This design comes from an exercise in tuning for small area, a short achievable clock period and few clock cycles per item on the open sky130 flow, not from production work.
Only simulation tests tie the RTL to the original design; equivalence was not proved.

## red
Design frame_interval_statistics_top, start of the top module:
module frame_interval_statistics_top
#(
  parameter int unsigned COUNT_BITS = COUNT_BITS_DEF,
  parameter int unsigned DT_BITS    = DT_BITS_DEF
) (
  input  logic        clk_i,
  input  logic        rst_ni,
  input  logic        cfg_we_i,
  input  logic [31:0] cfg_wdata_i,
  input  logic        in_valid_i,
  output logic        in_ready_o,
  input  logic [31:0] in_time_us_i,
  output logic        out_valid_o,
  input  logic        out_ready_i,
  output logic [23:0] out_dt_us_o,
  output logic        out_dt_valid_o,
  output logic        out_report_o,
  output logic [15:0] out_interval_cnt_o,
  output logic [31:0] out_elapsed_us_o,
  output logic [31:0] out_fps_q8_o,
  output logic [31:0] out_mean_q8_o,
  output logic [31:0] out_stddev_q8_o,
  output logic [23:0] out_min_dt_us_o,
  output logic [23:0] out_max_dt_us_o
);
Size: ~11000 cells after synthesis, roughly 290 I/O pins, about 70000 um2 of cells after synthesis.
==> flow/config.mk <==
export PLATFORM = sky130hd
export DESIGN_NAME = frame_interval_statistics_top
export DESIGN_NICKNAME = frame_interval_statistics_top
export VERILOG_FILES = /design/flow/design.v
export SDC_FILE = /design/flow/constraint.sdc
export NUM_CORES = 4
export LEC_CHECK = 0
export ABC_AREA = 1
export CAP_MARGIN = 20
export CORE_MARGIN = 2
export CORE_UTILIZATION = 55
export SETUP_SLACK_MARGIN = 3.6
export SLEW_MARGIN = 20
==> flow/constraint.sdc <==
create_clock -name core_clock -period 10.0 [get_ports {clk_i}]
set_input_delay 2.0000 -clock core_clock [delete_from_list [all_inputs] [get_ports {clk_i}]]
set_output_delay 2.0000 -clock core_clock [all_outputs]
set_load 0.01 [all_outputs]
standard.sh (not shown) runs the stock make flow with config.mk's settings and CLKGATE_MAP_FILE= SYNTH_SCRIPT=/design/flow/synth_recipe.tcl, a recipe that flattens the netlist after the stock synthesis.
==> flow/flow/run.sh <==
#!/bin/bash
# Layout flow: the standard flow, except that synthesis leaves adders to the
# generic gate mapping and ABC (no full/half adder cell extraction), so that ABC
# sees whole arithmetic paths when it maps for delay. Registers are unchanged.
set -euo pipefail
bash standard.sh ADDER_MAP_FILE= synth > synth.log 2>&1
bash standard.sh finish > finish.log 2>&1
In summary, red completed successfully, with a layout that passed the timing, DRC and antenna checks.
Testbench counts of red, summed over its fixed seeds: cycles 67,280, items 12,000.
Input changes introduced in blue (baseline for comparison: red):
--- a/flow/design.v
+++ b/flow/design.v
@@ -82,21 +82,21 @@
   output logic        out_report_o,
   output logic [15:0] out_interval_cnt_o,
   output logic [31:0] out_elapsed_us_o,
   output logic [31:0] out_fps_q8_o,
   output logic [31:0] out_mean_q8_o,
   output logic [31:0] out_stddev_q8_o,
   output logic [23:0] out_min_dt_us_o,
   output logic [23:0] out_max_dt_us_o
 );
   localparam int unsigned K     = 4;             
-  localparam int unsigned KM    = 4;             
+  localparam int unsigned KM    = 5;             
   localparam int unsigned MCH   = (32 + KM - 1) / KM;   
   localparam int unsigned BW    = MCH * KM;      
   localparam int unsigned FK    = 2;             
   logic [31:0] win_q;
   logic        have_ref_q;
   logic [31:0] prev_q;
   logic [31:0] el_q;
   logic [31:0] wstart_q;
   logic [15:0] n_q;
   logic [31:0] fm_q;           
## What came out
blue ran to completion and came out clean on the timing, DRC and antenna checks. red ended up with dv_a_q[6] as its termination of the worst setup path; blue ended up with dv_a_q[1]. Share of the cycle needed by the critical path after routing: lower on red. blue vs. red: proportion of synthesized chip area in sequential cells went down by 0.70 points. Placed standard-cell area (higher): blue. Going from red to blue, total non-filler cell area in the finished layout increased 2000 um2; adder-cell share of the synthesized area held; register clock-pin slew on the reported worst setup and hold paths now sits at about the same level; wire length rose 2200 um. The lower number of DRC markers after the initial detailed-route iteration of blue and red is in red. Looking only at final cell count, and setting everything else aside, the higher value of blue and red goes to blue. blue ends up with lower setup slack than red does.
Testbench counts of blue, summed over its fixed seeds: cycles 64,331, items 12,000.

[afterwards: timing with drivers on the ports]
How much do the figures lean on ideal ports? The routed layouts below were timed once more, with nothing changed but the port constraints.
Step 1, drivers: a clkbuf_16 drives clk_i and a buf_2 each remaining input, both assumed.
Step 2 times the ports against the registers' clock, not the clock port: input delays grow and output delays shrink by t, the midpoint of the rising clock arrivals with the driver on.
Three values: ideal, step 1, step 2; two values: the first two.
run | shift t [ns] | setup slack, ns | worst hold slack (ns) | worst setup path at the end | clock arrival spread, ns
red | 0.806 | 3.731 / 3.731 / 3.148 | 0.475 / 0.475 / 0.475 | input to register | 0.039 / 0.039
blue | 0.794 | 3.705 / 3.705 / 3.190 | 0.468 / 0.468 / 0.468 | input to register | 0.028 / 0.028
After both steps every run listed still meets setup and hold. For red, which loses most, drivers alone change the setup slack by 0.000 ns; drivers and shift together by -0.583 ns.
